Background: an optimization exercise with open tools, aiming at small area and a short achievable clock period. Do not read the settings as production practice. In this exercise RTL edits were held to simulation tests only and were not proved equivalent to the original. No activity file was given, so power comes from the tool's default toggle rates.

`flow/config.mk`:
```
export PLATFORM = sky130hd
export DESIGN_NAME = mm_top
export DESIGN_NICKNAME = mm_top
export VERILOG_FILES = /design/flow/design.v
export SDC_FILE = /design/flow/constraint.sdc
export NUM_CORES = 4
export LEC_CHECK = 0
export ABC_CLOCK_PERIOD_IN_PS = 4000
export CAP_MARGIN = 20
export CORE_MARGIN = 2
export CORE_UTILIZATION = 60
export CTS_CLUSTER_DIAMETER = 100
export CTS_CLUSTER_SIZE = 24
export PLACE_DENSITY = 0.7
export SETUP_SLACK_MARGIN = 4.55
export SLEW_MARGIN = 20
export SYNTH_HIERARCHICAL = 1
```
`flow/constraint.sdc`:
```
create_clock -name core_clock -period 8.0 [get_ports {clk}]
set_input_delay 1.6000 -clock core_clock [delete_from_list [all_inputs] [get_ports {clk}]]
set_output_delay 1.6000 -clock core_clock [all_outputs]
set_load 0.01 [all_outputs]
```
`flow/design.v`:
```
`default_nettype none
package mm_pkg;
  localparam int ARRAY_N = 3;
  localparam int ELEM_W = 8;
  localparam int ACC_W  = 16;
  typedef logic signed [ELEM_W-1:0] elem_t;
  typedef logic signed [ACC_W-1:0]  acc_t;
  typedef enum logic [1:0] {
    SEQ_IDLE = 2'd0,
    SEQ_RUN  = 2'd1,
    SEQ_DONE = 2'd2
  } seq_state_t;
endpackage
`default_nettype wire
`default_nettype none
package mm_regs_pkg;
  localparam int AXI_ADDR_W = 8;
  localparam int AXI_DATA_W = 32;
  localparam logic [AXI_ADDR_W-1:0] REG_CTRL   = 8'h00;
  localparam logic [AXI_ADDR_W-1:0] REG_STATUS = 8'h04;
  localparam logic [AXI_ADDR_W-1:0] OPND_BASE  = 8'h40;
  localparam logic [AXI_ADDR_W-1:0] RES_BASE   = 8'h80;
  localparam int CTRL_START = 0;
  localparam int CTRL_CLEAR = 1;
  localparam int STAT_BUSY = 0;
  localparam int STAT_DONE = 1;
  localparam int STAT_FULL = 2;
  typedef enum logic [1:0] {
    RESP_OKAY   = 2'b00,
    RESP_SLVERR = 2'b10
  } axi_resp_t;
endpackage
`default_nettype wire
`default_nettype none
module mm_dot3 (
  input  wire [7:0]  i_a0, i_a1, i_a2,
  input  wire [7:0]  i_b0, i_b1, i_b2,
  output wire [47:0] o_st
);
  wire pp1;
  wire pp2;
  wire pp3;
  wire pp4;
  wire pp5;
  wire pp6;
  wire pp7;
  wire pp8;
  wire pp9;
  wire pp10;
  wire pp11;
  wire pp12;
  wire pp13;
  wire pp14;
  wire pp15;
  wire pp16;
  wire pp17;
  wire pp18;
  wire pp19;
  wire pp20;
  wire pp21;
  wire pp22;
  wire pp23;
  wire pp24;
  wire pp25;
  wire pp26;
  wire pp27;
  wire pp28;
  wire pp29;
  wire pp30;
  wire pp31;
  wire pp32;
  wire pp33;
  wire pp34;
  wire pp35;
  wire pp36;
  wire pp37;
  wire pp38;
  wire pp39;
  wire pp40;
  wire pp41;
  wire pp42;
  wire pp43;
  wire pp44;
  wire pp45;
  wire pp46;
  wire pp47;
  wire pp48;
  wire pp49;
  wire pp50;
  wire pp51;
  wire pp52;
  wire pp53;
  wire pp54;
  wire pp55;
  wire pp56;
  wire pp57;
  wire pp58;
  wire pp59;
  wire pp60;
  wire pp61;
  wire pp62;
  wire pp63;
  wire pp64;
  wire pp65;
  wire pp66;
  wire pp67;
  wire pp68;
  wire pp69;
  wire pp70;
  wire pp71;
  wire pp72;
  wire pp73;
  wire pp74;
  wire pp75;
  wire pp76;
  wire pp77;
  wire pp78;
  wire pp79;
  wire pp80;
  wire pp81;
  wire pp82;
  wire pp83;
  wire pp84;
  wire pp85;
  wire pp86;
  wire pp87;
  wire pp88;
  wire pp89;
  wire pp90;
  wire pp91;
  wire pp92;
  wire pp93;
  wire pp94;
  wire pp95;
  wire pp96;
  wire pp97;
  wire pp98;
  wire pp99;
  wire pp100;
  wire pp101;
  wire pp102;
  wire pp103;
  wire pp104;
  wire pp105;
  wire pp106;
  wire pp107;
  wire pp108;
  wire pp109;
  wire pp110;
  wire pp111;
  wire pp112;
  wire pp113;
  wire pp114;
  wire pp115;
  wire pp116;
  wire pp117;
  wire pp118;
  wire pp119;
  wire pp120;
  wire pp121;
  wire pp122;
  wire pp123;
  wire pp124;
  wire pp125;
  wire pp126;
  wire pp127;
  wire pp128;
  wire pp129;
  wire pp130;
  wire pp131;
  wire pp132;
  wire pp133;
  wire pp134;
  wire pp135;
  wire pp136;
  wire pp137;
  wire pp138;
  wire pp139;
  wire pp140;
  wire pp141;
  wire pp142;
  wire pp143;
  wire pp144;
  wire pp145;
  wire pp146;
  wire pp147;
  wire pp148;
  wire pp149;
  wire pp150;
  wire pp151;
  wire pp152;
  wire pp153;
  wire pp154;
  wire pp155;
  wire pp156;
  wire pp157;
  wire pp158;
  wire pp159;
  wire pp160;
  wire pp161;
  wire pp162;
  wire pp163;
  wire pp164;
  wire pp165;
  wire pp166;
  wire pp167;
  wire pp168;
  wire pp169;
  wire pp170;
  wire pp171;
  wire pp172;
  wire pp173;
  wire pp174;
  wire pp175;
  wire pp176;
  wire pp177;
  wire pp178;
  wire pp179;
  wire pp180;
  wire pp181;
  wire pp182;
  wire pp183;
  wire pp184;
  wire pp185;
  wire pp186;
  wire pp187;
  wire pp188;
  wire pp189;
  wire pp190;
  wire pp191;
  wire pp192;
  wire s193;
  wire c194;
  wire s195;
  wire c196;
  wire s197;
  wire c198;
  wire s199;
  wire c200;
  wire s201;
  wire c202;
  wire s203;
  wire c204;
  wire s205;
  wire c206;
  wire s207;
  wire c208;
  wire s209;
  wire c210;
  wire s211;
  wire c212;
  wire s213;
  wire c214;
  wire s215;
  wire c216;
  wire s217;
  wire c218;
  wire s219;
  wire c220;
  wire s221;
  wire c222;
  wire s223;
  wire c224;
  wire s225;
  wire c226;
  wire s227;
  wire c228;
  wire s229;
  wire c230;
  wire s231;
  wire c232;
  wire s233;
  wire c234;
  wire s235;
  wire c236;
  wire s237;
  wire c238;
  wire s239;
  wire c240;
  wire s241;
  wire c242;
  wire s243;
  wire c244;
  wire s245;
  wire c246;
  wire s247;
  wire c248;
  wire s249;
  wire c250;
  wire s251;
  wire c252;
  wire s253;
  wire c254;
  wire s255;
  wire c256;
  wire s257;
  wire c258;
  wire s259;
  wire c260;
  wire s261;
  wire c262;
  wire s263;
  wire c264;
  wire s265;
  wire c266;
  wire s267;
  wire c268;
  wire s269;
  wire c270;
  wire s271;
  wire c272;
  wire s273;
  wire c274;
  wire s275;
  wire c276;
  wire s277;
  wire c278;
  wire s279;
  wire c280;
  wire s281;
  wire c282;
  wire s283;
  wire c284;
  wire s285;
  wire c286;
  wire s287;
  wire c288;
  wire s289;
  wire c290;
  wire s291;
  wire c292;
  wire s293;
  wire c294;
  wire s295;
  wire c296;
  wire s297;
  wire c298;
  wire s299;
  wire c300;
  wire s301;
  wire c302;
  wire s303;
  wire c304;
  wire s305;
  wire c306;
  wire s307;
  wire c308;
  wire s309;
  wire c310;
  wire s311;
  wire c312;
  wire s313;
  wire c314;
  wire s315;
  wire c316;
  wire s317;
  wire c318;
  wire s319;
  wire c320;
  wire s321;
  wire c322;
  wire s323;
  wire c324;
  wire s325;
  wire c326;
  wire s327;
  wire c328;
  wire s329;
  wire c330;
  wire s331;
  wire c332;
  wire s333;
  wire c334;
  wire s335;
  wire c336;
  wire s337;
  wire c338;
  wire s339;
  wire c340;
  wire s341;
  wire c342;
  wire s343;
  wire c344;
  wire s345;
  wire c346;
  wire s347;
  wire c348;
  wire s349;
  wire c350;
  wire s351;
  wire c352;
  wire s353;
  wire c354;
  wire s355;
  wire c356;
  wire s357;
  wire c358;
  wire s359;
  wire c360;
  wire s361;
  wire c362;
  wire s363;
  wire c364;
  wire s365;
  wire c366;
  wire s367;
  wire c368;
  wire s369;
  wire c370;
  wire s371;
  wire c372;
  wire s373;
  wire c374;
  wire s375;
  wire c376;
  wire s377;
  wire c378;
  wire s379;
  wire c380;
  wire s381;
  wire c382;
  wire s383;
  wire c384;
  wire s385;
  wire c386;
  wire s387;
  wire c388;
  wire s389;
  wire c390;
  wire s391;
  wire c392;
  wire s393;
  wire c394;
  wire s395;
  wire c396;
  wire s397;
  wire c398;
  wire s399;
  wire c400;
  wire s401;
  wire c402;
  wire s403;
  wire c404;
  wire s405;
  wire c406;
  wire s407;
  wire c408;
  wire s409;
  wire c410;
  wire s411;
  wire c412;
  wire s413;
  wire c414;
  wire s415;
  wire c416;
  wire s417;
  wire c418;
  wire s419;
  wire c420;
  wire s421;
  wire c422;
  wire s423;
  wire c424;
  wire s425;
  wire c426;
  wire s427;
  wire c428;
  wire s429;
  wire c430;
  wire s431;
  wire c432;
  wire s433;
  wire c434;
  wire s435;
  wire c436;
  wire s437;
  wire c438;
  wire s439;
  wire c440;
  wire s441;
  wire c442;
  wire s443;
  wire c444;
  wire s445;
  wire c446;
  wire s447;
  wire c448;
  wire s449;
  wire c450;
  wire s451;
  wire c452;
  wire s453;
  wire c454;
  wire s455;
  wire c456;
  wire s457;
  wire c458;
  wire s459;
  wire c460;
  wire s461;
  wire c462;
  wire s463;
  wire c464;
  wire s465;
  wire c466;
  wire s467;
  wire c468;
  wire s469;
  wire c470;
  wire s471;
  wire c472;
  wire s473;
  wire c474;
  wire s475;
  wire c476;
  wire s477;
  wire c478;
  wire s479;
  wire c480;
  wire s481;
  wire c482;
  wire s483;
  wire c484;
  wire s485;
  wire c486;
  wire s487;
  wire c488;
  wire s489;
  wire c490;
  wire s491;
  wire c492;
  wire s493;
  wire c494;
  wire s495;
  wire c496;
  wire s497;
  wire c498;
  wire s499;
  wire c500;
  wire s501;
  wire c502;
  wire s503;
  assign pp1 = ~(i_a0[0] & i_b0[0]);
  assign pp2 = ~(i_a0[0] & i_b0[1]);
  assign pp3 = ~(i_a0[0] & i_b0[2]);
  assign pp4 = ~(i_a0[0] & i_b0[3]);
  assign pp5 = ~(i_a0[0] & i_b0[4]);
  assign pp6 = ~(i_a0[0] & i_b0[5]);
  assign pp7 = ~(i_a0[0] & i_b0[6]);
  assign pp8 = i_a0[0] & i_b0[7];
  assign pp9 = ~(i_a0[1] & i_b0[0]);
  assign pp10 = ~(i_a0[1] & i_b0[1]);
  assign pp11 = ~(i_a0[1] & i_b0[2]);
  assign pp12 = ~(i_a0[1] & i_b0[3]);
  assign pp13 = ~(i_a0[1] & i_b0[4]);
  assign pp14 = ~(i_a0[1] & i_b0[5]);
  assign pp15 = ~(i_a0[1] & i_b0[6]);
  assign pp16 = i_a0[1] & i_b0[7];
  assign pp17 = ~(i_a0[2] & i_b0[0]);
  assign pp18 = ~(i_a0[2] & i_b0[1]);
  assign pp19 = ~(i_a0[2] & i_b0[2]);
  assign pp20 = ~(i_a0[2] & i_b0[3]);
  assign pp21 = ~(i_a0[2] & i_b0[4]);
  assign pp22 = ~(i_a0[2] & i_b0[5]);
  assign pp23 = ~(i_a0[2] & i_b0[6]);
  assign pp24 = i_a0[2] & i_b0[7];
  assign pp25 = ~(i_a0[3] & i_b0[0]);
  assign pp26 = ~(i_a0[3] & i_b0[1]);
  assign pp27 = ~(i_a0[3] & i_b0[2]);
  assign pp28 = ~(i_a0[3] & i_b0[3]);
  assign pp29 = ~(i_a0[3] & i_b0[4]);
  assign pp30 = ~(i_a0[3] & i_b0[5]);
  assign pp31 = ~(i_a0[3] & i_b0[6]);
  assign pp32 = i_a0[3] & i_b0[7];
  assign pp33 = ~(i_a0[4] & i_b0[0]);
  assign pp34 = ~(i_a0[4] & i_b0[1]);
  assign pp35 = ~(i_a0[4] & i_b0[2]);
  assign pp36 = ~(i_a0[4] & i_b0[3]);
  assign pp37 = ~(i_a0[4] & i_b0[4]);
  assign pp38 = ~(i_a0[4] & i_b0[5]);
  assign pp39 = ~(i_a0[4] & i_b0[6]);
  assign pp40 = i_a0[4] & i_b0[7];
  assign pp41 = ~(i_a0[5] & i_b0[0]);
  assign pp42 = ~(i_a0[5] & i_b0[1]);
  assign pp43 = ~(i_a0[5] & i_b0[2]);
  assign pp44 = ~(i_a0[5] & i_b0[3]);
  assign pp45 = ~(i_a0[5] & i_b0[4]);
  assign pp46 = ~(i_a0[5] & i_b0[5]);
  assign pp47 = ~(i_a0[5] & i_b0[6]);
  assign pp48 = i_a0[5] & i_b0[7];
  assign pp49 = ~(i_a0[6] & i_b0[0]);
  assign pp50 = ~(i_a0[6] & i_b0[1]);
  assign pp51 = ~(i_a0[6] & i_b0[2]);
  assign pp52 = ~(i_a0[6] & i_b0[3]);
  assign pp53 = ~(i_a0[6] & i_b0[4]);
  assign pp54 = ~(i_a0[6] & i_b0[5]);
  assign pp55 = ~(i_a0[6] & i_b0[6]);
  assign pp56 = i_a0[6] & i_b0[7];
  assign pp57 = i_a0[7] & i_b0[0];
  assign pp58 = i_a0[7] & i_b0[1];
  assign pp59 = i_a0[7] & i_b0[2];
  assign pp60 = i_a0[7] & i_b0[3];
  assign pp61 = i_a0[7] & i_b0[4];
  assign pp62 = i_a0[7] & i_b0[5];
  assign pp63 = i_a0[7] & i_b0[6];
  assign pp64 = ~(i_a0[7] & i_b0[7]);
  assign pp65 = ~(i_a1[0] & i_b1[0]);
  assign pp66 = ~(i_a1[0] & i_b1[1]);
  assign pp67 = ~(i_a1[0] & i_b1[2]);
  assign pp68 = ~(i_a1[0] & i_b1[3]);
  assign pp69 = ~(i_a1[0] & i_b1[4]);
  assign pp70 = ~(i_a1[0] & i_b1[5]);
  assign pp71 = ~(i_a1[0] & i_b1[6]);
  assign pp72 = i_a1[0] & i_b1[7];
  assign pp73 = ~(i_a1[1] & i_b1[0]);
  assign pp74 = ~(i_a1[1] & i_b1[1]);
  assign pp75 = ~(i_a1[1] & i_b1[2]);
  assign pp76 = ~(i_a1[1] & i_b1[3]);
  assign pp77 = ~(i_a1[1] & i_b1[4]);
  assign pp78 = ~(i_a1[1] & i_b1[5]);
  assign pp79 = ~(i_a1[1] & i_b1[6]);
  assign pp80 = i_a1[1] & i_b1[7];
  assign pp81 = ~(i_a1[2] & i_b1[0]);
  assign pp82 = ~(i_a1[2] & i_b1[1]);
  assign pp83 = ~(i_a1[2] & i_b1[2]);
  assign pp84 = ~(i_a1[2] & i_b1[3]);
  assign pp85 = ~(i_a1[2] & i_b1[4]);
  assign pp86 = ~(i_a1[2] & i_b1[5]);
  assign pp87 = ~(i_a1[2] & i_b1[6]);
  assign pp88 = i_a1[2] & i_b1[7];
  assign pp89 = ~(i_a1[3] & i_b1[0]);
  assign pp90 = ~(i_a1[3] & i_b1[1]);
  assign pp91 = ~(i_a1[3] & i_b1[2]);
  assign pp92 = ~(i_a1[3] & i_b1[3]);
  assign pp93 = ~(i_a1[3] & i_b1[4]);
  assign pp94 = ~(i_a1[3] & i_b1[5]);
  assign pp95 = ~(i_a1[3] & i_b1[6]);
  assign pp96 = i_a1[3] & i_b1[7];
  assign pp97 = ~(i_a1[4] & i_b1[0]);
  assign pp98 = ~(i_a1[4] & i_b1[1]);
  assign pp99 = ~(i_a1[4] & i_b1[2]);
  assign pp100 = ~(i_a1[4] & i_b1[3]);
  assign pp101 = ~(i_a1[4] & i_b1[4]);
  assign pp102 = ~(i_a1[4] & i_b1[5]);
  assign pp103 = ~(i_a1[4] & i_b1[6]);
  assign pp104 = i_a1[4] & i_b1[7];
  assign pp105 = ~(i_a1[5] & i_b1[0]);
  assign pp106 = ~(i_a1[5] & i_b1[1]);
  assign pp107 = ~(i_a1[5] & i_b1[2]);
  assign pp108 = ~(i_a1[5] & i_b1[3]);
  assign pp109 = ~(i_a1[5] & i_b1[4]);
  assign pp110 = ~(i_a1[5] & i_b1[5]);
  assign pp111 = ~(i_a1[5] & i_b1[6]);
  assign pp112 = i_a1[5] & i_b1[7];
  assign pp113 = ~(i_a1[6] & i_b1[0]);
  assign pp114 = ~(i_a1[6] & i_b1[1]);
  assign pp115 = ~(i_a1[6] & i_b1[2]);
  assign pp116 = ~(i_a1[6] & i_b1[3]);
  assign pp117 = ~(i_a1[6] & i_b1[4]);
  assign pp118 = ~(i_a1[6] & i_b1[5]);
  assign pp119 = ~(i_a1[6] & i_b1[6]);
  assign pp120 = i_a1[6] & i_b1[7];
  assign pp121 = i_a1[7] & i_b1[0];
  assign pp122 = i_a1[7] & i_b1[1];
  assign pp123 = i_a1[7] & i_b1[2];
  assign pp124 = i_a1[7] & i_b1[3];
  assign pp125 = i_a1[7] & i_b1[4];
  assign pp126 = i_a1[7] & i_b1[5];
  assign pp127 = i_a1[7] & i_b1[6];
  assign pp128 = ~(i_a1[7] & i_b1[7]);
  assign pp129 = ~(i_a2[0] & i_b2[0]);
  assign pp130 = ~(i_a2[0] & i_b2[1]);
  assign pp131 = ~(i_a2[0] & i_b2[2]);
  assign pp132 = ~(i_a2[0] & i_b2[3]);
  assign pp133 = ~(i_a2[0] & i_b2[4]);
  assign pp134 = ~(i_a2[0] & i_b2[5]);
  assign pp135 = ~(i_a2[0] & i_b2[6]);
  assign pp136 = i_a2[0] & i_b2[7];
  assign pp137 = ~(i_a2[1] & i_b2[0]);
  assign pp138 = ~(i_a2[1] & i_b2[1]);
  assign pp139 = ~(i_a2[1] & i_b2[2]);
  assign pp140 = ~(i_a2[1] & i_b2[3]);
  assign pp141 = ~(i_a2[1] & i_b2[4]);
  assign pp142 = ~(i_a2[1] & i_b2[5]);
  assign pp143 = ~(i_a2[1] & i_b2[6]);
  assign pp144 = i_a2[1] & i_b2[7];
  assign pp145 = ~(i_a2[2] & i_b2[0]);
  assign pp146 = ~(i_a2[2] & i_b2[1]);
  assign pp147 = ~(i_a2[2] & i_b2[2]);
  assign pp148 = ~(i_a2[2] & i_b2[3]);
  assign pp149 = ~(i_a2[2] & i_b2[4]);
  assign pp150 = ~(i_a2[2] & i_b2[5]);
  assign pp151 = ~(i_a2[2] & i_b2[6]);
  assign pp152 = i_a2[2] & i_b2[7];
  assign pp153 = ~(i_a2[3] & i_b2[0]);
  assign pp154 = ~(i_a2[3] & i_b2[1]);
  assign pp155 = ~(i_a2[3] & i_b2[2]);
  assign pp156 = ~(i_a2[3] & i_b2[3]);
  assign pp157 = ~(i_a2[3] & i_b2[4]);
  assign pp158 = ~(i_a2[3] & i_b2[5]);
  assign pp159 = ~(i_a2[3] & i_b2[6]);
  assign pp160 = i_a2[3] & i_b2[7];
  assign pp161 = ~(i_a2[4] & i_b2[0]);
  assign pp162 = ~(i_a2[4] & i_b2[1]);
  assign pp163 = ~(i_a2[4] & i_b2[2]);
  assign pp164 = ~(i_a2[4] & i_b2[3]);
  assign pp165 = ~(i_a2[4] & i_b2[4]);
  assign pp166 = ~(i_a2[4] & i_b2[5]);
  assign pp167 = ~(i_a2[4] & i_b2[6]);
  assign pp168 = i_a2[4] & i_b2[7];
  assign pp169 = ~(i_a2[5] & i_b2[0]);
  assign pp170 = ~(i_a2[5] & i_b2[1]);
  assign pp171 = ~(i_a2[5] & i_b2[2]);
  assign pp172 = ~(i_a2[5] & i_b2[3]);
  assign pp173 = ~(i_a2[5] & i_b2[4]);
  assign pp174 = ~(i_a2[5] & i_b2[5]);
  assign pp175 = ~(i_a2[5] & i_b2[6]);
  assign pp176 = i_a2[5] & i_b2[7];
  assign pp177 = ~(i_a2[6] & i_b2[0]);
  assign pp178 = ~(i_a2[6] & i_b2[1]);
  assign pp179 = ~(i_a2[6] & i_b2[2]);
  assign pp180 = ~(i_a2[6] & i_b2[3]);
  assign pp181 = ~(i_a2[6] & i_b2[4]);
  assign pp182 = ~(i_a2[6] & i_b2[5]);
  assign pp183 = ~(i_a2[6] & i_b2[6]);
  assign pp184 = i_a2[6] & i_b2[7];
  assign pp185 = i_a2[7] & i_b2[0];
  assign pp186 = i_a2[7] & i_b2[1];
  assign pp187 = i_a2[7] & i_b2[2];
  assign pp188 = i_a2[7] & i_b2[3];
  assign pp189 = i_a2[7] & i_b2[4];
  assign pp190 = i_a2[7] & i_b2[5];
  assign pp191 = i_a2[7] & i_b2[6];
  assign pp192 = ~(i_a2[7] & i_b2[7]);
  mm_fa u_s193 (.i_a(pp106), .i_b(pp113), .i_c(pp135), .o_s(s193), .o_c(c194));
  mm_fa u_s195 (.i_a(pp100), .i_b(pp107), .i_c(pp114), .o_s(s195), .o_c(c196));
  mm_fa u_s197 (.i_a(pp121), .i_b(pp136), .i_c(pp143), .o_s(s197), .o_c(c198));
  mm_fa u_s199 (.i_a(pp15), .i_b(pp150), .i_c(pp157), .o_s(s199), .o_c(c200));
  mm_ha u_s201 (.i_a(pp101), .i_b(pp108), .o_s(s201), .o_c(c202));
  mm_fa u_s203 (.i_a(pp115), .i_b(pp122), .i_c(pp144), .o_s(s203), .o_c(c204));
  mm_fa u_s205 (.i_a(pp151), .i_b(pp158), .i_c(pp16), .o_s(s205), .o_c(c206));
  mm_ha u_s207 (.i_a(pp102), .i_b(pp109), .o_s(s207), .o_c(c208));
  mm_xnor u_s209 (.i_a(pp116), .i_b(pp123), .o_y(s209));
  mm_or u_c210 (.i_a(pp116), .i_b(pp123), .o_y(c210));
  mm_fa u_s211 (.i_a(pp12), .i_b(pp133), .i_c(pp140), .o_s(s211), .o_c(c212));
  mm_fa u_s213 (.i_a(pp105), .i_b(pp13), .i_c(pp134), .o_s(s213), .o_c(c214));
  mm_fa u_s215 (.i_a(pp141), .i_b(pp148), .i_c(pp155), .o_s(s215), .o_c(c216));
  mm_fa u_s217 (.i_a(pp162), .i_b(pp169), .i_c(pp20), .o_s(s217), .o_c(c218));
  mm_fa u_s219 (.i_a(pp14), .i_b(pp142), .i_c(pp149), .o_s(s219), .o_c(c220));
  mm_fa u_s221 (.i_a(pp156), .i_b(pp163), .i_c(pp170), .o_s(s221), .o_c(c222));
  mm_fa u_s223 (.i_a(pp177), .i_b(pp21), .i_c(pp28), .o_s(s223), .o_c(c224));
  mm_fa u_s225 (.i_a(pp35), .i_b(pp42), .i_c(pp49), .o_s(s225), .o_c(c226));
  mm_xnor u_s227 (.i_a(pp7), .i_b(pp71), .o_y(s227));
  mm_or u_c228 (.i_a(pp7), .i_b(pp71), .o_y(c228));
  mm_fa u_s229 (.i_a(pp164), .i_b(pp171), .i_c(pp178), .o_s(s229), .o_c(c230));
  mm_fa u_s231 (.i_a(pp185), .i_b(pp22), .i_c(pp29), .o_s(s231), .o_c(c232));
  mm_fa u_s233 (.i_a(pp36), .i_b(pp43), .i_c(pp50), .o_s(s233), .o_c(c234));
  mm_fa u_s235 (.i_a(pp57), .i_b(pp72), .i_c(pp79), .o_s(s235), .o_c(c236));
  mm_fa u_s237 (.i_a(pp8), .i_b(pp86), .i_c(pp93), .o_s(s237), .o_c(c238));
  mm_xnor u_s239 (.i_a(c194), .i_b(s195), .o_y(s239));
  mm_or u_c240 (.i_a(c194), .i_b(s195), .o_y(c240));
  mm_fa u_s241 (.i_a(pp165), .i_b(pp172), .i_c(pp179), .o_s(s241), .o_c(c242));
  mm_fa u_s243 (.i_a(pp186), .i_b(pp23), .i_c(pp30), .o_s(s243), .o_c(c244));
  mm_fa u_s245 (.i_a(pp37), .i_b(pp44), .i_c(pp51), .o_s(s245), .o_c(c246));
  mm_fa u_s247 (.i_a(pp58), .i_b(pp80), .i_c(pp87), .o_s(s247), .o_c(c248));
  mm_fa u_s249 (.i_a(pp94), .i_b(c196), .i_c(c198), .o_s(s249), .o_c(c250));
  mm_fa u_s251 (.i_a(c200), .i_b(s201), .i_c(s203), .o_s(s251), .o_c(c252));
  mm_fa u_s253 (.i_a(pp152), .i_b(pp159), .i_c(pp166), .o_s(s253), .o_c(c254));
  mm_fa u_s255 (.i_a(pp173), .i_b(pp180), .i_c(pp187), .o_s(s255), .o_c(c256));
  mm_fa u_s257 (.i_a(pp24), .i_b(pp31), .i_c(pp38), .o_s(s257), .o_c(c258));
  mm_fa u_s259 (.i_a(pp45), .i_b(pp52), .i_c(pp59), .o_s(s259), .o_c(c260));
  mm_fa u_s261 (.i_a(pp88), .i_b(pp95), .i_c(s209), .o_s(s261), .o_c(c262));
  mm_fa u_s263 (.i_a(c202), .i_b(c204), .i_c(c206), .o_s(s263), .o_c(c264));
  mm_fa u_s265 (.i_a(pp103), .i_b(pp110), .i_c(pp117), .o_s(s265), .o_c(c266));
  mm_fa u_s267 (.i_a(pp124), .i_b(pp160), .i_c(pp167), .o_s(s267), .o_c(c268));
  mm_fa u_s269 (.i_a(pp174), .i_b(pp181), .i_c(pp188), .o_s(s269), .o_c(c270));
  mm_fa u_s271 (.i_a(pp32), .i_b(pp39), .i_c(pp46), .o_s(s271), .o_c(c272));
  mm_fa u_s273 (.i_a(pp53), .i_b(pp60), .i_c(pp96), .o_s(s273), .o_c(c274));
  mm_fa u_s275 (.i_a(pp104), .i_b(pp111), .i_c(pp118), .o_s(s275), .o_c(c276));
  mm_fa u_s277 (.i_a(pp125), .i_b(pp168), .i_c(pp175), .o_s(s277), .o_c(c278));
  mm_fa u_s279 (.i_a(pp11), .i_b(pp132), .i_c(pp139), .o_s(s279), .o_c(c280));
  mm_xnor u_s281 (.i_a(pp146), .i_b(pp153), .o_y(s281));
  mm_or u_c282 (.i_a(pp146), .i_b(pp153), .o_y(c282));
  mm_fa u_s283 (.i_a(pp147), .i_b(pp154), .i_c(pp161), .o_s(s283), .o_c(c284));
  mm_fa u_s285 (.i_a(pp19), .i_b(pp26), .i_c(pp33), .o_s(s285), .o_c(c286));
  mm_fa u_s287 (.i_a(pp5), .i_b(pp69), .i_c(pp76), .o_s(s287), .o_c(c288));
  mm_fa u_s289 (.i_a(pp27), .i_b(pp34), .i_c(pp41), .o_s(s289), .o_c(c290));
  mm_fa u_s291 (.i_a(pp6), .i_b(pp70), .i_c(pp77), .o_s(s291), .o_c(c292));
  mm_fa u_s293 (.i_a(pp84), .i_b(pp91), .i_c(pp98), .o_s(s293), .o_c(c294));
  mm_xnor u_s295 (.i_a(c212), .i_b(s213), .o_y(s295));
  mm_or u_c296 (.i_a(c212), .i_b(s213), .o_y(c296));
  mm_fa u_s297 (.i_a(pp78), .i_b(pp85), .i_c(pp92), .o_s(s297), .o_c(c298));
  mm_fa u_s299 (.i_a(pp99), .i_b(s227), .i_c(c214), .o_s(s299), .o_c(c300));
  mm_fa u_s301 (.i_a(c216), .i_b(c218), .i_c(s193), .o_s(s301), .o_c(c302));
  mm_fa u_s303 (.i_a(s219), .i_b(s221), .i_c(s223), .o_s(s303), .o_c(c304));
  mm_fa u_s305 (.i_a(c228), .i_b(c220), .i_c(c222), .o_s(s305), .o_c(c306));
  mm_fa u_s307 (.i_a(c224), .i_b(c226), .i_c(s197), .o_s(s307), .o_c(c308));
  mm_fa u_s309 (.i_a(s199), .i_b(s229), .i_c(s231), .o_s(s309), .o_c(c310));
  mm_fa u_s311 (.i_a(s233), .i_b(s235), .i_c(s237), .o_s(s311), .o_c(c312));
  mm_fa u_s313 (.i_a(c230), .i_b(c232), .i_c(c234), .o_s(s313), .o_c(c314));
  mm_fa u_s315 (.i_a(c236), .i_b(c238), .i_c(s205), .o_s(s315), .o_c(c316));
  mm_fa u_s317 (.i_a(s241), .i_b(s243), .i_c(s245), .o_s(s317), .o_c(c318));
  mm_fa u_s319 (.i_a(s247), .i_b(c240), .i_c(s249), .o_s(s319), .o_c(c320));
  mm_fa u_s321 (.i_a(c242), .i_b(c244), .i_c(c246), .o_s(s321), .o_c(c322));
  mm_fa u_s323 (.i_a(c248), .i_b(s207), .i_c(s253), .o_s(s323), .o_c(c324));
  mm_fa u_s325 (.i_a(s255), .i_b(s257), .i_c(s259), .o_s(s325), .o_c(c326));
  mm_fa u_s327 (.i_a(s261), .i_b(c250), .i_c(c252), .o_s(s327), .o_c(c328));
  mm_fa u_s329 (.i_a(c210), .i_b(c208), .i_c(c254), .o_s(s329), .o_c(c330));
  mm_fa u_s331 (.i_a(c256), .i_b(c258), .i_c(c260), .o_s(s331), .o_c(c332));
  mm_fa u_s333 (.i_a(s265), .i_b(s267), .i_c(s269), .o_s(s333), .o_c(c334));
  mm_fa u_s335 (.i_a(s271), .i_b(s273), .i_c(c262), .o_s(s335), .o_c(c336));
  mm_fa u_s337 (.i_a(pp182), .i_b(pp189), .i_c(pp40), .o_s(s337), .o_c(c338));
  mm_fa u_s339 (.i_a(pp47), .i_b(pp54), .i_c(pp61), .o_s(s339), .o_c(c340));
  mm_fa u_s341 (.i_a(c266), .i_b(c268), .i_c(c270), .o_s(s341), .o_c(c342));
  mm_fa u_s343 (.i_a(c272), .i_b(c274), .i_c(s275), .o_s(s343), .o_c(c344));
  mm_fa u_s345 (.i_a(pp112), .i_b(pp119), .i_c(pp126), .o_s(s345), .o_c(c346));
  mm_fa u_s347 (.i_a(pp176), .i_b(pp183), .i_c(pp190), .o_s(s347), .o_c(c348));
  mm_fa u_s349 (.i_a(pp48), .i_b(pp55), .i_c(pp62), .o_s(s349), .o_c(c350));
  mm_fa u_s351 (.i_a(pp10), .i_b(pp131), .i_c(pp138), .o_s(s351), .o_c(c352));
  mm_xnor u_s353 (.i_a(pp145), .i_b(pp17), .o_y(s353));
  mm_or u_c354 (.i_a(pp145), .i_b(pp17), .o_y(c354));
  mm_fa u_s355 (.i_a(pp18), .i_b(pp25), .i_c(pp4), .o_s(s355), .o_c(c356));
  mm_fa u_s357 (.i_a(pp68), .i_b(pp75), .i_c(pp82), .o_s(s357), .o_c(c358));
  mm_xnor u_s359 (.i_a(pp89), .i_b(s281), .o_y(s359));
  mm_or u_c360 (.i_a(pp89), .i_b(s281), .o_y(c360));
  mm_fa u_s361 (.i_a(pp83), .i_b(pp90), .i_c(pp97), .o_s(s361), .o_c(c362));
  mm_fa u_s363 (.i_a(c282), .i_b(c280), .i_c(s211), .o_s(s363), .o_c(c364));
  mm_fa u_s365 (.i_a(s283), .i_b(s285), .i_c(s287), .o_s(s365), .o_c(c366));
  mm_fa u_s367 (.i_a(c284), .i_b(c286), .i_c(c288), .o_s(s367), .o_c(c368));
  mm_fa u_s369 (.i_a(s215), .i_b(s217), .i_c(s289), .o_s(s369), .o_c(c370));
  mm_fa u_s371 (.i_a(s291), .i_b(s293), .i_c(s295), .o_s(s371), .o_c(c372));
  mm_fa u_s373 (.i_a(c290), .i_b(c292), .i_c(c294), .o_s(s373), .o_c(c374));
  mm_fa u_s375 (.i_a(s225), .i_b(s297), .i_c(c296), .o_s(s375), .o_c(c376));
  mm_fa u_s377 (.i_a(s299), .i_b(s301), .i_c(s303), .o_s(s377), .o_c(c378));
  mm_fa u_s379 (.i_a(c298), .i_b(c300), .i_c(s239), .o_s(s379), .o_c(c380));
  mm_fa u_s381 (.i_a(c302), .i_b(c304), .i_c(s305), .o_s(s381), .o_c(c382));
  mm_fa u_s383 (.i_a(s307), .i_b(s309), .i_c(s311), .o_s(s383), .o_c(c384));
  mm_fa u_s385 (.i_a(c306), .i_b(c308), .i_c(c310), .o_s(s385), .o_c(c386));
  mm_fa u_s387 (.i_a(c312), .i_b(s313), .i_c(s315), .o_s(s387), .o_c(c388));
  mm_fa u_s389 (.i_a(s251), .i_b(s317), .i_c(s319), .o_s(s389), .o_c(c390));
  mm_fa u_s391 (.i_a(c314), .i_b(c316), .i_c(c318), .o_s(s391), .o_c(c392));
  mm_fa u_s393 (.i_a(s263), .i_b(s321), .i_c(s323), .o_s(s393), .o_c(c394));
  mm_fa u_s395 (.i_a(s325), .i_b(c320), .i_c(s327), .o_s(s395), .o_c(c396));
  mm_fa u_s397 (.i_a(c264), .i_b(c322), .i_c(c324), .o_s(s397), .o_c(c398));
  mm_fa u_s399 (.i_a(c326), .i_b(s329), .i_c(s331), .o_s(s399), .o_c(c400));
  mm_fa u_s401 (.i_a(s333), .i_b(s335), .i_c(c328), .o_s(s401), .o_c(c402));
  mm_fa u_s403 (.i_a(s277), .i_b(s337), .i_c(s339), .o_s(s403), .o_c(c404));
  mm_fa u_s405 (.i_a(c330), .i_b(c332), .i_c(c334), .o_s(s405), .o_c(c406));
  mm_fa u_s407 (.i_a(s341), .i_b(s343), .i_c(c336), .o_s(s407), .o_c(c408));
  mm_fa u_s409 (.i_a(c276), .i_b(c278), .i_c(c338), .o_s(s409), .o_c(c410));
  mm_fa u_s411 (.i_a(c340), .i_b(s345), .i_c(s347), .o_s(s411), .o_c(c412));
  mm_fa u_s413 (.i_a(s349), .i_b(c342), .i_c(c344), .o_s(s413), .o_c(c414));
  mm_fa u_s415 (.i_a(pp120), .i_b(pp127), .i_c(pp184), .o_s(s415), .o_c(c416));
  mm_fa u_s417 (.i_a(pp191), .i_b(pp56), .i_c(pp63), .o_s(s417), .o_c(c418));
  mm_fa u_s419 (.i_a(c346), .i_b(c348), .i_c(c350), .o_s(s419), .o_c(c420));
  mm_fa u_s421 (.i_a(pp130), .i_b(pp137), .i_c(pp2), .o_s(s421), .o_c(c422));
  mm_fa u_s423 (.i_a(pp3), .i_b(pp67), .i_c(pp74), .o_s(s423), .o_c(c424));
  mm_xnor u_s425 (.i_a(pp81), .i_b(s353), .o_y(s425));
  mm_or u_c426 (.i_a(pp81), .i_b(s353), .o_y(c426));
  mm_fa u_s427 (.i_a(c354), .i_b(c352), .i_c(s279), .o_s(s427), .o_c(c428));
  mm_fa u_s429 (.i_a(s355), .i_b(s357), .i_c(s359), .o_s(s429), .o_c(c430));
  mm_fa u_s431 (.i_a(c356), .i_b(c358), .i_c(c360), .o_s(s431), .o_c(c432));
  mm_fa u_s433 (.i_a(s361), .i_b(s363), .i_c(s365), .o_s(s433), .o_c(c434));
  mm_fa u_s435 (.i_a(c362), .i_b(c364), .i_c(c366), .o_s(s435), .o_c(c436));
  mm_fa u_s437 (.i_a(s367), .i_b(s369), .i_c(s371), .o_s(s437), .o_c(c438));
  mm_fa u_s439 (.i_a(c368), .i_b(c370), .i_c(s373), .o_s(s439), .o_c(c440));
  mm_fa u_s441 (.i_a(s375), .i_b(c372), .i_c(s377), .o_s(s441), .o_c(c442));
  mm_fa u_s443 (.i_a(c374), .i_b(c376), .i_c(s379), .o_s(s443), .o_c(c444));
  mm_fa u_s445 (.i_a(c378), .i_b(s381), .i_c(s383), .o_s(s445), .o_c(c446));
  mm_fa u_s447 (.i_a(c380), .i_b(c382), .i_c(s385), .o_s(s447), .o_c(c448));
  mm_fa u_s449 (.i_a(c384), .i_b(s387), .i_c(s389), .o_s(s449), .o_c(c450));
  mm_fa u_s451 (.i_a(c386), .i_b(c388), .i_c(s391), .o_s(s451), .o_c(c452));
  mm_fa u_s453 (.i_a(s393), .i_b(c390), .i_c(s395), .o_s(s453), .o_c(c454));
  mm_fa u_s455 (.i_a(c392), .i_b(s397), .i_c(c394), .o_s(s455), .o_c(c456));
  mm_fa u_s457 (.i_a(s399), .i_b(s401), .i_c(c396), .o_s(s457), .o_c(c458));
  mm_fa u_s459 (.i_a(s403), .i_b(c398), .i_c(c400), .o_s(s459), .o_c(c460));
  mm_fa u_s461 (.i_a(s405), .i_b(s407), .i_c(c402), .o_s(s461), .o_c(c462));
  mm_fa u_s463 (.i_a(c404), .i_b(s409), .i_c(s411), .o_s(s463), .o_c(c464));
  mm_fa u_s465 (.i_a(c406), .i_b(s413), .i_c(c408), .o_s(s465), .o_c(c466));
  mm_fa u_s467 (.i_a(s415), .i_b(s417), .i_c(c410), .o_s(s467), .o_c(c468));
  mm_fa u_s469 (.i_a(c412), .i_b(s419), .i_c(c414), .o_s(s469), .o_c(c470));
  mm_fa u_s471 (.i_a(pp128), .i_b(pp192), .i_c(pp64), .o_s(s471), .o_c(c472));
  mm_fa u_s473 (.i_a(c416), .i_b(c418), .i_c(c420), .o_s(s473), .o_c(c474));
  mm_xnor u_s475 (.i_a(pp66), .i_b(pp73), .o_y(s475));
  mm_or u_c476 (.i_a(pp66), .i_b(pp73), .o_y(c476));
  mm_fa u_s477 (.i_a(c422), .i_b(s351), .i_c(s423), .o_s(s477), .o_c(c478));
  mm_fa u_s479 (.i_a(c424), .i_b(c426), .i_c(s427), .o_s(s479), .o_c(c480));
  mm_fa u_s481 (.i_a(c428), .i_b(s431), .i_c(c430), .o_s(s481), .o_c(c482));
  mm_fa u_s483 (.i_a(c432), .i_b(c434), .i_c(s435), .o_s(s483), .o_c(c484));
  mm_fa u_s485 (.i_a(c436), .i_b(s439), .i_c(c438), .o_s(s485), .o_c(c486));
  mm_fa u_s487 (.i_a(c440), .i_b(s443), .i_c(c442), .o_s(s487), .o_c(c488));
  mm_fa u_s489 (.i_a(c444), .i_b(s447), .i_c(c446), .o_s(s489), .o_c(c490));
  mm_fa u_s491 (.i_a(c448), .i_b(s451), .i_c(c450), .o_s(s491), .o_c(c492));
  mm_fa u_s493 (.i_a(c452), .i_b(s455), .i_c(c454), .o_s(s493), .o_c(c494));
  mm_fa u_s495 (.i_a(c456), .i_b(s459), .i_c(s461), .o_s(s495), .o_c(c496));
  mm_fa u_s497 (.i_a(s463), .i_b(c460), .i_c(s465), .o_s(s497), .o_c(c498));
  mm_fa u_s499 (.i_a(s467), .i_b(c464), .i_c(s469), .o_s(s499), .o_c(c500));
  mm_fa u_s501 (.i_a(s471), .i_b(c468), .i_c(s473), .o_s(s501), .o_c(c502));
  assign s503 = ~(c472);
  assign o_st = {c474, s503, c502, c470, s501, c500, c466, s499, c498, c462, s497, c496, c458, s495, c494, s457, s493, c492, s453, s491, c490, s449, s489, c488, s445, s487, c486, s441, s485, c484, s437, s483, c482, s433, s481, c480, s429, s479, c478, s425, s477, c476, s421, pp9, s475, pp65, pp129, pp1};
endmodule
module mm_dot3_fin (
  input  wire [47:0] i_st,
  output wire [15:0] o_n0,
  output wire [15:0] o_n1
);
  wire s1;
  wire c2;
  wire s3;
  wire c4;
  wire s5;
  wire c6;
  wire s7;
  wire c8;
  wire s9;
  wire c10;
  wire s11;
  wire c12;
  wire s13;
  wire c14;
  wire s15;
  wire c16;
  wire s17;
  wire c18;
  wire s19;
  wire c20;
  wire s21;
  wire c22;
  wire s23;
  wire c24;
  wire s25;
  wire c26;
  wire s27;
  wire c28;
  wire s29;
  wire c30;
  wire s31;
  mm_xnor u_s1 (.i_a(i_st[0]), .i_b(i_st[1]), .o_y(s1));
  mm_or u_c2 (.i_a(i_st[0]), .i_b(i_st[1]), .o_y(c2));
  mm_fa u_s3 (.i_a(i_st[3]), .i_b(i_st[4]), .i_c(i_st[5]), .o_s(s3), .o_c(c4));
  mm_fa u_s5 (.i_a(i_st[6]), .i_b(i_st[7]), .i_c(i_st[8]), .o_s(s5), .o_c(c6));
  mm_fa u_s7 (.i_a(i_st[10]), .i_b(i_st[11]), .i_c(i_st[9]), .o_s(s7), .o_c(c8));
  mm_fa u_s9 (.i_a(i_st[12]), .i_b(i_st[13]), .i_c(i_st[14]), .o_s(s9), .o_c(c10));
  mm_fa u_s11 (.i_a(i_st[15]), .i_b(i_st[16]), .i_c(i_st[17]), .o_s(s11), .o_c(c12));
  mm_fa u_s13 (.i_a(i_st[18]), .i_b(i_st[19]), .i_c(i_st[20]), .o_s(s13), .o_c(c14));
  mm_fa u_s15 (.i_a(i_st[21]), .i_b(i_st[22]), .i_c(i_st[23]), .o_s(s15), .o_c(c16));
  mm_fa u_s17 (.i_a(i_st[24]), .i_b(i_st[25]), .i_c(i_st[26]), .o_s(s17), .o_c(c18));
  mm_fa u_s19 (.i_a(i_st[27]), .i_b(i_st[28]), .i_c(i_st[29]), .o_s(s19), .o_c(c20));
  mm_fa u_s21 (.i_a(i_st[30]), .i_b(i_st[31]), .i_c(i_st[32]), .o_s(s21), .o_c(c22));
  mm_fa u_s23 (.i_a(i_st[33]), .i_b(i_st[34]), .i_c(i_st[35]), .o_s(s23), .o_c(c24));
  mm_fa u_s25 (.i_a(i_st[36]), .i_b(i_st[37]), .i_c(i_st[38]), .o_s(s25), .o_c(c26));
  mm_fa u_s27 (.i_a(i_st[39]), .i_b(i_st[40]), .i_c(i_st[41]), .o_s(s27), .o_c(c28));
  mm_fa u_s29 (.i_a(i_st[42]), .i_b(i_st[43]), .i_c(i_st[44]), .o_s(s29), .o_c(c30));
  assign s31 = i_st[45] ^ i_st[46] ^ i_st[47];
  assign o_n0 = {c30, c28, c26, c24, c22, c20, c18, c16, c14, c12, c10, c8, c6, c4, c2, i_st[2]};
  assign o_n1 = {s31, s29, s27, s25, s23, s21, s19, s17, s15, s13, s11, s9, s7, s5, s3, s1};
endmodule
module mm_fa (input wire i_a, i_b, i_c, output wire o_s, o_c);
  assign o_s = i_a ^ i_b ^ i_c;
  assign o_c = (i_a & i_b) | (i_a & i_c) | (i_b & i_c);
endmodule
module mm_ha (input wire i_a, i_b, output wire o_s, o_c);
  assign o_s = i_a ^ i_b;
  assign o_c = i_a & i_b;
endmodule
module mm_xnor (input wire i_a, i_b, output wire o_y);
  assign o_y = ~(i_a ^ i_b);
endmodule
module mm_or (input wire i_a, i_b, output wire o_y);
  assign o_y = i_a | i_b;
endmodule
`default_nettype wire
`timescale 1ns/1ps
`default_nettype none
module mm_top (
  input  logic        clk,
  input  logic        rst_n,
  input  logic        i_awvalid,
  output logic        o_awready,
  input  logic [7:0]  i_awaddr,
  input  logic        i_wvalid,
  output logic        o_wready,
  input  logic [31:0] i_wdata,
  input  logic [3:0]  i_wstrb,
  output logic        o_bvalid,
  input  logic        i_bready,
  output logic [1:0]  o_bresp,
  input  logic        i_arvalid,
  output logic        o_arready,
  input  logic [7:0]  i_araddr,
  output logic        o_rvalid,
  input  logic        i_rready,
  output logic [31:0] o_rdata,
  output logic [1:0]  o_rresp
);
  logic        bvalid_q;
  logic        bslverr_q;
  logic        start_q;
  logic        clear_q;
  logic        busy_q;
  logic        done_q;
  logic [2:0]  cnt_q;
  logic [17:0] mask_q;
  logic        newbit_q;
  logic        full;
  logic        accept;
  logic        wr_go;
  logic        wr_ctrl;
  logic        wr_opnd;
  logic [4:0]  wr_slot;
  logic        opnd_we;
  assign wr_go     = i_awvalid && i_wvalid && !bvalid_q;
  assign o_awready = wr_go;
  assign o_wready  = wr_go;
  assign wr_ctrl = (i_awaddr == 8'h00);
  assign wr_opnd = (i_awaddr[1:0] == 2'b00) &&
                   ((i_awaddr[7:6] == 2'b01) || (i_awaddr[7:3] == 5'b10000));
  assign wr_slot = i_awaddr[6:2] - 5'd16;
  assign opnd_we = wr_go && wr_opnd && !busy_q;
  always_ff @(posedge clk or negedge rst_n) begin
    if (!rst_n) begin
      bvalid_q <= 1'b0;
      start_q  <= 1'b0;
      clear_q  <= 1'b0;
    end else begin
      if (bvalid_q && i_bready) bvalid_q <= 1'b0;
      if (wr_go) bvalid_q <= 1'b1;
      start_q <= wr_go && wr_ctrl && i_wdata[0];
      clear_q <= wr_go && wr_ctrl && i_wdata[1];
    end
  end
  always_ff @(posedge clk) begin
    if (wr_go) bslverr_q <= !(wr_ctrl || (wr_opnd && !busy_q));
  end
  assign o_bvalid = bvalid_q;
  assign o_bresp  = {bslverr_q, 1'b0};
  logic [2:0] ph_i_q;
  logic [2:0] ph_j_q;
  logic [2:0] ph_j_next;
  assign ph_j_next = ph_i_q[2] ? {ph_j_q[1:0], ph_j_q[2]} : ph_j_q;
  always_ff @(posedge clk or negedge rst_n) begin
    if (!rst_n) begin
      ph_i_q <= 3'b001;
      ph_j_q <= 3'b001;
    end else begin
      ph_i_q <= {ph_i_q[1:0], ph_i_q[2]};
      ph_j_q <= ph_j_next;
    end
  end
  logic [2:0]        wr_row;
  logic [2:0]        wr_col;
  logic              wr_a;
  logic              wr_b;
  logic [7:0]        a_q [3][3];
  logic [7:0]        b_q [3][3];
  logic [7:0]        bsel_q [3];
  always_comb begin
    wr_a = opnd_we && (wr_slot < 5'd9);
    wr_b = opnd_we && (wr_slot >= 5'd9);
    for (int r = 0; r < 3; r++) begin
      wr_row[r] = 1'b0;
      wr_col[r] = 1'b0;
      for (int c = 0; c < 3; c++) begin
        wr_row[r] = wr_row[r] | (wr_slot == 5'(3 * r + c)) | (wr_slot == 5'(9 + 3 * r + c));
        wr_col[r] = wr_col[r] | (wr_slot == 5'(3 * c + r)) | (wr_slot == 5'(9 + 3 * c + r));
      end
    end
  end
  always_ff @(posedge clk) begin
    for (int k = 0; k < 3; k++) begin
      for (int g = 0; g < 3; g++) begin
        if (wr_a && wr_col[k] &&
            ((ph_i_q[0] && wr_row[(g + 1) % 3]) ||
             (ph_i_q[1] && wr_row[(g + 2) % 3]) ||
             (ph_i_q[2] && wr_row[g])))
          a_q[k][g] <= i_wdata[7:0];
        else
          a_q[k][g] <= a_q[k][(g + 1) % 3];
      end
    end
  end
  always_ff @(posedge clk) begin
    for (int r = 0; r < 3; r++)
      for (int c = 0; c < 3; c++)
        if (wr_b && wr_row[r] && wr_col[c]) b_q[r][c] <= i_wdata[7:0];
  end
  always_ff @(posedge clk) begin
    for (int k = 0; k < 3; k++)
      bsel_q[k] <= ({8{ph_j_next[0]}} & b_q[k][0]) |
                   ({8{ph_j_next[1]}} & b_q[k][1]) |
                   ({8{ph_j_next[2]}} & b_q[k][2]);
  end
  always_ff @(posedge clk or negedge rst_n) begin
    if (!rst_n) begin
      mask_q   <= '0;
      newbit_q <= 1'b0;
    end else begin
      newbit_q <= 1'b0;
      if (clear_q) begin
        mask_q <= '0;
      end else if (opnd_we) begin
        mask_q[wr_slot] <= 1'b1;
        newbit_q        <= !mask_q[wr_slot];
      end
    end
  end
  assign full = (&mask_q) && !newbit_q;
  assign accept = start_q && full && !busy_q;
  always_ff @(posedge clk or negedge rst_n) begin
    if (!rst_n) begin
      busy_q <= 1'b0;
      done_q <= 1'b0;
    end else if (accept) begin
      busy_q <= 1'b1;
      done_q <= 1'b0;
    end else if (busy_q && cnt_q == 3'd7) begin
      busy_q <= 1'b0;
      done_q <= 1'b1;
    end
  end
  always_ff @(posedge clk) begin
    if (accept) cnt_q <= 3'd0;
    else if (busy_q) cnt_q <= cnt_q + 3'd1;
  end
  logic [47:0] dot_st;
  logic [47:0] st_q;
  logic [15:0] fin_n0;
  logic [15:0] fin_n1;
  logic [15:0] sum;
  logic        ring_we;
  logic [15:0] ring_q [9];
  mm_dot3 u_dot (
    .i_a0 (a_q[0][0]),
    .i_a1 (a_q[1][0]),
    .i_a2 (a_q[2][0]),
    .i_b0 (bsel_q[0]),
    .i_b1 (bsel_q[1]),
    .i_b2 (bsel_q[2]),
    .o_st (dot_st)
  );
  always_ff @(posedge clk) st_q <= dot_st;
  mm_dot3_fin u_fin (
    .i_st (st_q),
    .o_n0 (fin_n0),
    .o_n1 (fin_n1)
  );
  assign sum     = ~(fin_n0 + fin_n1 + 16'd1);
  assign ring_we = accept || busy_q;
  always_ff @(posedge clk) begin
    ring_q[0] <= ring_we ? sum : ring_q[8];
    for (int p = 1; p < 9; p++) ring_q[p] <= ring_q[p-1];
  end
  logic        arready_q;
  logic        rvalid_q;
  logic        rslverr_q;
  logic [15:0] rdata_q;
  logic        ar_go;
  logic        rd_ctrl;
  logic        rd_stat;
  logic        rd_res;
  logic [8:0]  rd_k;
  logic [8:0]  phase;
  logic [8:0]  rd_pos;
  logic [15:0] rd_val;
  logic [15:0] rd_data;
  assign ar_go   = i_arvalid && arready_q;
  assign rd_ctrl = (i_araddr == 8'h00);
  assign rd_stat = (i_araddr == 8'h04);
  assign rd_res  = (i_araddr[7] == 1'b1) && (i_araddr[1:0] == 2'b00) &&
                   (i_araddr[6:2] <= 5'd8);
  always_comb begin
    for (int f = 0; f < 9; f++) phase[f] = ph_j_q[f / 3] && ph_i_q[f % 3];
    for (int k = 0; k < 9; k++) rd_k[k] = (i_araddr[5:2] == 4'(k));
    for (int p = 0; p < 9; p++) begin
      rd_pos[p] = 1'b0;
      for (int k = 0; k < 9; k++) rd_pos[p] = rd_pos[p] | (rd_k[k] & phase[(p + 3 * (k % 3) + k / 3 + 2) % 9]);
    end
    rd_val = '0;
    for (int p = 0; p < 9; p++) rd_val = rd_val | ({16{rd_pos[p]}} & ring_q[p]);
    rd_data = '0;
    if (rd_res) rd_data = rd_val;
    else if (rd_stat) rd_data = {13'd0, full, done_q, busy_q};
  end
  always_ff @(posedge clk or negedge rst_n) begin
    if (!rst_n) begin
      arready_q <= 1'b0;
      rvalid_q  <= 1'b0;
    end else if (ar_go) begin
      arready_q <= 1'b0;
      rvalid_q  <= 1'b1;
    end else begin
      if (rvalid_q && i_rready) rvalid_q <= 1'b0;
      arready_q <= !rvalid_q || i_rready;
    end
  end
  always_ff @(posedge clk) begin
    if (ar_go) begin
      rslverr_q <= !(rd_ctrl || rd_stat || rd_res);
      rdata_q   <= rd_data;
    end
  end
  assign o_arready = arready_q;
  assign o_rvalid  = rvalid_q;
  assign o_rresp   = {rslverr_q, 1'b0};
  assign o_rdata   = {{16{rdata_q[15]}}, rdata_q};
endmodule
`default_nettype wire
```
`flow/flow/run.sh`:
```
#!/bin/bash
# Layout flow: the standard ORFS flow (standard.sh, unchanged synthesis and
# scripts) with the port buffers that placement inserts made the smallest
# buffer instead of the one buffer_ports picks by default. Timing repair still
# resizes any port buffer on a critical path.
set -euo pipefail
export BUFFER_PORTS_ARGS="-buffer_cell sky130_fd_sc_hd__buf_1"
bash standard.sh > standard.log 2>&1
```
`flow/standard.sh`:
```
#!/bin/bash
# synth_recipe.tcl (not shown) runs the flow's synth.tcl, then flattens the netlist and writes it again
# the make line also repeats each setting of config.mk as NAME=value (left out here)
make -C /OpenROAD-flow-scripts/flow DESIGN_CONFIG=/design/flow/config.mk WORK_HOME=/design/flow/orfs CLKGATE_MAP_FILE= SYNTH_SCRIPT=/design/flow/synth_recipe.tcl "${@:-finish}"
```
==> results_dict.tcl, run 1 <==
set metrics [dict create \
    crit_path_end_kind "output pin" \
    die_h_um 184 \
    yosysSeqAreaShare 0.479 \
    yosys.cell_types.count 89 \
    synth-edff-count 90 \
    ys_warn_count 15 \
    detail_route.first_pass.iterations 5 \
    slew_viol_final 0 \
    cts.path.max_buffers 3 \
    timing.critical_path.mode_cell "buf_6" \
    p_int_mw 2.68 \
    finalCritPeriodShare 0.441 \
    synthArstFlopShare 0.0775 \
    fin_setup_tns_ps 0 \
    postCtsHoldBufs 0 \
    timing.clock.skew_ps 20.8 \
    cp_cell_sequence "buf_6 > nand3_4 > inv_4 > buf_6" \
    netlist_instances 1623 \
    vias_per_cell 6.04 \
    peakVddDrop_mv 0.165 \
    holdCritStartpoint "ring_q[3][9]$_DFF_P_" \
    fin_cells 1971 \
    critPathTopFamily "buffers and inverters" \
    postSynthRegisterBits 413 \
    antenna_found_initial 0 \
    ys_top_cells_by_area "dfxtp_1 (30%), fa_1 (16%), edfxtp_1 (14%)" \
    dp.final_hpwl_um 28400 \
    worst-path-buf-inv 3 \
    critPathMaxFanout 3 \
    final_nets 1802 \
    arrival_ps 1930 \
    slew_headroom 0.338 \
    timing.rr.start "bsel_q[2][1]$_DFF_P_" \
    power.density_nw_per_um2 166 \
    yosysMostFrequentCell "dfxtp_1" \
    max_stage_delay_ps 110 \
    path_class "input pin to output pin" \
    synth_area_leader_cell "dfxtp_1" \
    worst_hold_slack_ps 346 \
    finalInstanceArea_um2 20500 \
    die-area_um2 33900 \
    p_leak_nw 7.00 \
    clock_latency_ps 530 \
    status "timing/DRC/antenna clean" \
    grt_util_all_layers 0.250 \
    grt_max_degree 35 \
    ys_top_cells_by_count "dfxtp_1 (291), nand2_1 (209), fa_1 (159), buf_4 (128), edfxtp_1 (90)" \
    worst_slew_pin_slew_ps 992 \
    place_congestion 0.892 \
    vias 11903 \
    layout_min_cycle_time_ps 3530 \
    clock-sinks 413 \
    drt_iter0_markers 1054 \
    reg2reg_slack_ps 4580 \
    placed_area_um2 19300 \
    ant_nets 0 \
    p_switching_mw 0.714 \
    required_ps 6400 \
    fill_cells 2408 \
    boundaryPins 100 \
    core_um2 31700 \
    die_w_um 184 \
    ctsRootBufferMaster "clkbuf_16" \
    hp-class "flip-flop to flip-flop" \
    diodes 0 \
    rows 65 \
    drc 0 \
    wl_per_cell_um 21.0 \
    grt-ovfl-total 0 \
    start_util 0.614 \
    area_growth_pct 5.07 \
    synthesis.area_um2 19500 \
    drive_gt1_frac 0.122 \
    hold_violations 0 \
    portBuffers 69 \
    ys.flop_type "dfxtp_1" \
    worstSetupStartpoint "i_wvalid" \
    clkTransAtPathRegs_ps 90 \
    switching_share 0.211 \
    worstSetupStartpointType "input pin" \
    h-tree-depth 1 \
    cts_tree "done" \
    grt_pass1_vias 12018 \
    power_frac_clock 0.335 \
    finalSetupViolCount 0 \
    cp_slowest_cell "buf_6" \
    post_synth.cell_area_avg_um2 12.0 \
    yosysTopAreaCellShare 0.299 \
    fmax_ghz 0.284 \
    pwr-share-seq 0.631 \
    pwr-share-comb 0.034 \
    cap_viol_max_count 0 \
    rsz0062_at_grt "yes" \
    dp.cells 1919 \
    drt-total-wl_um 41400 \
    grt_first_pass_wirelength_um 66000 \
    cts_buffers 21 \
]
==> layout by cell type, fill, tap and decap left out, types with 18 or more instances in the layout <==
master	count
dfrtp_1	30
a21oi_1	19
edfxtp_1	90
nand2_1	209
o21ai_0	25
inv_1	50
fa_1	159
nand3_1	18
dfxtp_2	18
xnor2_1	20
clkbuf_16	21
mux2_4	32
ha_1	20
a222oi_1	49
and2_1	44
buf_1	58
buf_4	19
mux2_1	40
nor2_1	41
a31oi_1	24
dfxtp_1	262
nor3_1	18
==> per-layer routing <==
| metal | vias up | global-route usage | share of wire | routed length (um) |
|---|---|---|---|---|
| li1 | 5429 | - | - | - |
| met3 | 70 | 0.0439 | 0.073 | 3030 |
| met5 | - | 0 | 0 | 0 |
| met1 | 5944 | 0.353 | 0.44 | 18200 |
| met2 | 460 | 0.409 | 0.47 | 19400 |
| met4 | 0 | 0.0554 | 0.019 | 806 |
==> final timing paths <==
kind,end,cells after the start
max,o_awready,4
min,ring_q[4][9]$_DFF_P_,0
max reg2reg,st_q[31]$_DFF_P_,6
min reg2reg,ring_q[4][9]$_DFF_P_,0
max in group asynchronous,arready_q$_DFF_PN0_,1
min in group asynchronous,bvalid_q$_DFFE_PN0P_,1
==> power by group through the flow <==
stage | combinational, mW | sequential, mW | clock, mW
floorplan | 0.0697 | 2.19 | 0
CTS | 0.110 | 2.14 | 1.16
detailed placement | 0.105 | 2.19 | 0
global placement | 0.104 | 2.19 | 0
global route | 0.127 | 2.14 | 1.23
finish | 0.116 | 2.14 | 1.13
==> layout make-up <==
cell class | count | area (um^2) | share of cell area
Sequential cell | 413 | 9400 | 0.459
Multi-Input combinational cell | 971 | 9120 | 0.446
Timing Repair Buffer | 96 | 624 | 0.0305
Clock buffer | 32 | 577 | 0.0282
Tap cell | 402 | 503 | 0.0246
Inverter | 56 | 220 | 0.0108
Clock inverter | 1 | 16.3 | 0.000795
==> Yosys stat by module, one instance, submodules excluded <==
| module | cells | copies in the design |
|---|---|---|
| mm_ha | 1 | 2 |
| mm_or | 1 | 10 |
| mm_fa | 1 | 158 |
| mm_dot3_fin | 33 | 1 |
| mm_dot3 | 263 | 1 |
| mm_xnor | 1 | 10 |
| mm_top | 1147 | 1 |
==> timing repair <==
action | 4_1_cts | 5_1_grt
buffers inserted | 14 | 5
resized for setup | 69 | 53
pin swaps | 3 | 3
setup endpoints to repair | 168 | 165
gates cloned | 0 | 0
==> cell families after synthesis <==
kind of cell	synth area share
AOI/OAI and AO/OA	0.0969
muxes	0.0517
other	0.000193
xor gates and xnor gates	0.0111
adders and majority gates	0.180
and+or+nand+nor	0.107
buffers and inverters	0.0742
DFF	0.479
==> flip-flops by register name (all words and copies together) (netlist names), 3 cells and up <==
register  count
ph_i_q        3
ph_j_q        3
st_q         48
mask_q       18
a_q          72
bsel_q       24
ring_q      144
rdata_q      16
b_q          72
cnt_q         3
==> per-stage QoR <==
stage,setup slack [ps],power [mW],utilization
after floorplan,4400,2.26,-
after global placement,3130,2.29,0.607
after detailed placement,3060,2.30,0.607
after CTS,4470,3.41,0.638
after global routing,4460,3.50,0.645
final,4470,3.39,0.645
==> worst reg2reg max path, delay by kind of cell (launching register included) <==
| kind | cells | cell delay [ps] |
|---|---|---|
| flip-flops | 1 | 680 |
| AND/OR/NAND/NOR | 1 | 170 |
| adder cells (fa/ha/maj) | 5 | 2440 |
==> run 2, diff against run 1 <==
--- a/flow/config.mk
+++ b/flow/config.mk
@@ -10,7 +10,7 @@
 export CORE_MARGIN = 2
 export CORE_UTILIZATION = 60
 export CTS_CLUSTER_DIAMETER = 100
-export CTS_CLUSTER_SIZE = 24
+export CTS_CLUSTER_SIZE = 30
 export PLACE_DENSITY = 0.7
 export SETUP_SLACK_MARGIN = 4.55
 export SLEW_MARGIN = 20
==> run 2 against run 1 <==
  * Global-route usage about the same
  * Cell count down 0.20%
  * Worst hold slack better by 6.6 ps
  * Clock power down 4%
  * Die area unchanged
  * Cell area down 0.22%
  * Routed wire length about the same
  * Synthesized cell count unchanged
  * Non-clock buffer count down 1
  * Sequential cell count unchanged
  * Largest cell class unchanged
==> results_dict.tcl, run 2 <==
set metrics [dict create \
    worstSetupStartpointType "input pin" \
    ys.flop_type "dfxtp_1" \
    ys_top_cells_by_area "dfxtp_1 (30%), fa_1 (16%), edfxtp_1 (14%)" \
    place_congestion 0.892 \
    fill_cells 2416 \
    clock-sinks 413 \
    post_synth.cell_area_avg_um2 12.0 \
    drc 0 \
    finalSetupViolCount 0 \
    ant_nets 0 \
    grt_pass1_vias 12070 \
    slew_headroom 0.331 \
    synthArstFlopShare 0.0775 \
    detail_route.first_pass.iterations 6 \
    hold_path_depth 0 \
    finalInstanceArea_um2 20400 \
    vias 11895 \
    rsz0062_at_grt "yes" \
    drive_gt1_frac 0.119 \
    vias_per_cell 6.05 \
    p_leak_nw 6.97 \
    netlist_instances 1623 \
    regToRegEndpoint "st_q[31]$_DFF_P_" \
    reg2reg_slack_ps 4590 \
    ys_top_cells_by_count "dfxtp_1 (291), nand2_1 (209), fa_1 (159), buf_4 (128), edfxtp_1 (90)" \
    synth_area_leader_cell "dfxtp_1" \
    power.density_nw_per_um2 164 \
    layout_min_cycle_time_ps 3530 \
    placed_area_um2 19300 \
    slew_viol_final 0 \
    status "timing/DRC/antenna clean" \
    die-area_um2 33900 \
    hold_violations 0 \
    finalCritPeriodShare 0.441 \
    final_cell_mix "dfxtp_1 (267), nand2_1 (209), fa_1 (159)" \
    cts_buffers 18 \
    grt_max_degree 35 \
    timing.rr.start "bsel_q[2][5]$_DFF_P_" \
    yosysMostFrequentCell "dfxtp_1" \
    crit_path_end_kind "output pin" \
    cts_tree "done" \
    largest_reg_flops 144 \
    reg_top3 "ring_q: 144 flops, a_q: 72 flops, b_q: 72 flops" \
    ys_warn_count 15 \
    diodes 0 \
    yosysTopAreaCellShare 0.299 \
    die_w_um 184 \
    yosys.cell_types.count 89 \
    cts.path.max_buffers 3 \
    grt-ovfl-total 0 \
    timing.clock.skew_ps 19.1 \
    path_class "input pin to output pin" \
    synth-edff-count 90 \
    area_growth_pct 4.84 \
    largest-register "ring_q" \
    postCtsHoldBufs 0 \
    die_h_um 184 \
    critPathMaxFanout 3 \
    grt_first_pass_wirelength_um 66000 \
    start_util 0.614 \
    core_um2 31700 \
    hp-class "flip-flop to flip-flop" \
    h-tree-depth 1 \
    holdPathEnd "ring_q[4][12]$_DFF_P_" \
    arrival_ps 1930 \
    postSynthRegisterBits 413 \
    clock_latency_ps 530 \
    dp.cells 1919 \
    worst_slew_pin_slew_ps 1000 \
    rr_worst_depth 7 \
    peakVddDrop_mv 0.190 \
    ctsRootBufferMaster "clkbuf_16" \
    antenna_found_initial 0 \
    portBuffers 69 \
    rows 65 \
    dp.final_hpwl_um 28400 \
    drt_iter0_markers 1031 \
    fmax_ghz 0.284 \
    layout_commonest_cell "dfxtp_1" \
    fin_cells 1967 \
    drt-total-wl_um 41400 \
    grt_util_all_layers 0.250 \
    cap_viol_max_count 0 \
    holdCritStartpoint "ring_q[3][12]$_DFF_P_" \
    clkTransAtPathRegs_ps 110 \
    synthesis.area_um2 19500 \
    fin_setup_tns_ps 0 \
    boundaryPins 100 \
    yosysSeqAreaShare 0.479 \
    worstSetupStartpoint "i_wvalid" \
    wl_per_cell_um 21.0 \
    required_ps 6400 \
    final_nets 1798 \
]
-- run 2: cells by family (layout without fill, tap and decap cells) --
| group | after synthesis | after routing | share of synthesized area |
|---|---|---|---|
| compound gates | 241 | 241 | 0.0969 |
| xor+xnor | 23 | 23 | 0.0111 |
| fa+ha+maj | 184 | 184 | 0.180 |
| buf+inv | 240 | 181 | 0.0742 |
| flops | 413 | 413 | 0.479 |
| mux | 85 | 85 | 0.0517 |
| other cells | 1 | 2 | 0.000193 |
| simple gates | 436 | 436 | 0.107 |
-- run 2: where the power goes --
part	leakage (nW)	switching [mW]	internal [mW]	total, mW
registers	3.57	0.00513	2.14	2.14
clock network	0.263	0.630	0.458	1.09
logic	3.14	0.0806	0.0366	0.117
total	6.97	0.716	2.63	3.35
-- run 2: worst max path at each step --
stage | endpoint | slack [ps] | cells after the start
finish | o_awready | 4470 | 4
global route | o_awready | 4460 | 4
CTS | o_awready | 4470 | 4
detailed placement | a_q[7][6]$_DFF_P_ | 3060 | 7
global placement | a_q[8][4]$_DFF_P_ | 3130 | 7
floorplan | a_q[4][0]$_DFF_P_ | 4400 | 12
-- run 2: area by class of cell --
class / instances / area [um^2] / share of cell area
clock inverter: 3 / 41.3 / 0.00202
inverter: 56 / 220 / 0.0108
timing repair buffer: 95 / 628 / 0.0308
clock buffer: 27 / 505 / 0.0248
multi-input combinational: 971 / 9130 / 0.447
tap: 402 / 503 / 0.0246
sequential: 413 / 9380 / 0.460
-- run 2: metal layers --
| layer | up-vias | track usage | routed length [um] |
|---|---|---|---|
| li1 | 5418 | - | - |
| met1 | 5893 | 0.352 | 18100 |
| met4 | 0 | 0.0618 | 965 |
| met3 | 81 | 0.0399 | 2950 |
| met5 | - | 0 | 0 |
| met2 | 503 | 0.409 | 19300 |
-- run 2: stage by stage --
stage	utilization	power [mW]	hold WS (ps)	worst slack [ps]
2_1_floorplan	-	2.26	326	4400
3_3_place_gp	0.607	2.29	331	3130
3_5_place_dp	0.607	2.30	335	3060
4_1_cts	0.637	3.37	355	4470
5_1_grt	0.643	3.45	358	4460
6_report	0.643	3.35	353	4470
-- run 2: what timing repair did --
action	4_1_cts	5_1_grt
buffers inserted	15	3
setup endpoints to repair	168	164
gates resized for setup	66	51
pin swaps	4	4
-- run 2: per-module statistics from Yosys, one instance, submodules excluded, excerpt --
module	flip-flops and latches	copies in the design	area [um^2]	cells inside
mm_or	0	10	6.26	1
mm_dot3	0	1	1360	263
mm_ha	0	2	12.5	1
mm_dot3_fin	0	1	264	33
mm_top	413	1	14500	1147
mm_fa	0	158	20.0	1
-- run 2: worst max-delay path, cell delays in order --
cell and delay [ps]:
buf_6 90, nand3_4 80, inv_4 40, buf_6 110

[re-timing with driven ports]
The flow's constraints put no driver on any port. The routed layouts listed below were extracted and timed again, unchanged, in two steps. Step 1 assumes that a clkbuf_16 drives the clock port and a buf_2 every other input. Step 2, shift: input delay + t, output delay - t, t = (earliest + latest rising clock arrival at the registers) / 2. This alone moves slack from input paths to output paths. a / b / c = no drivers / after step 1 / after step 2; a / b = the first two.
| run | shift t [ns] | setup WS [ns] |
|---|---|---|
| run 1 | 0.570 | 4.473 / 4.441 / 4.078 |
| run 2 | 0.567 | 4.473 / 4.441 / 4.096 |
After both steps every run listed still meets setup and hold.
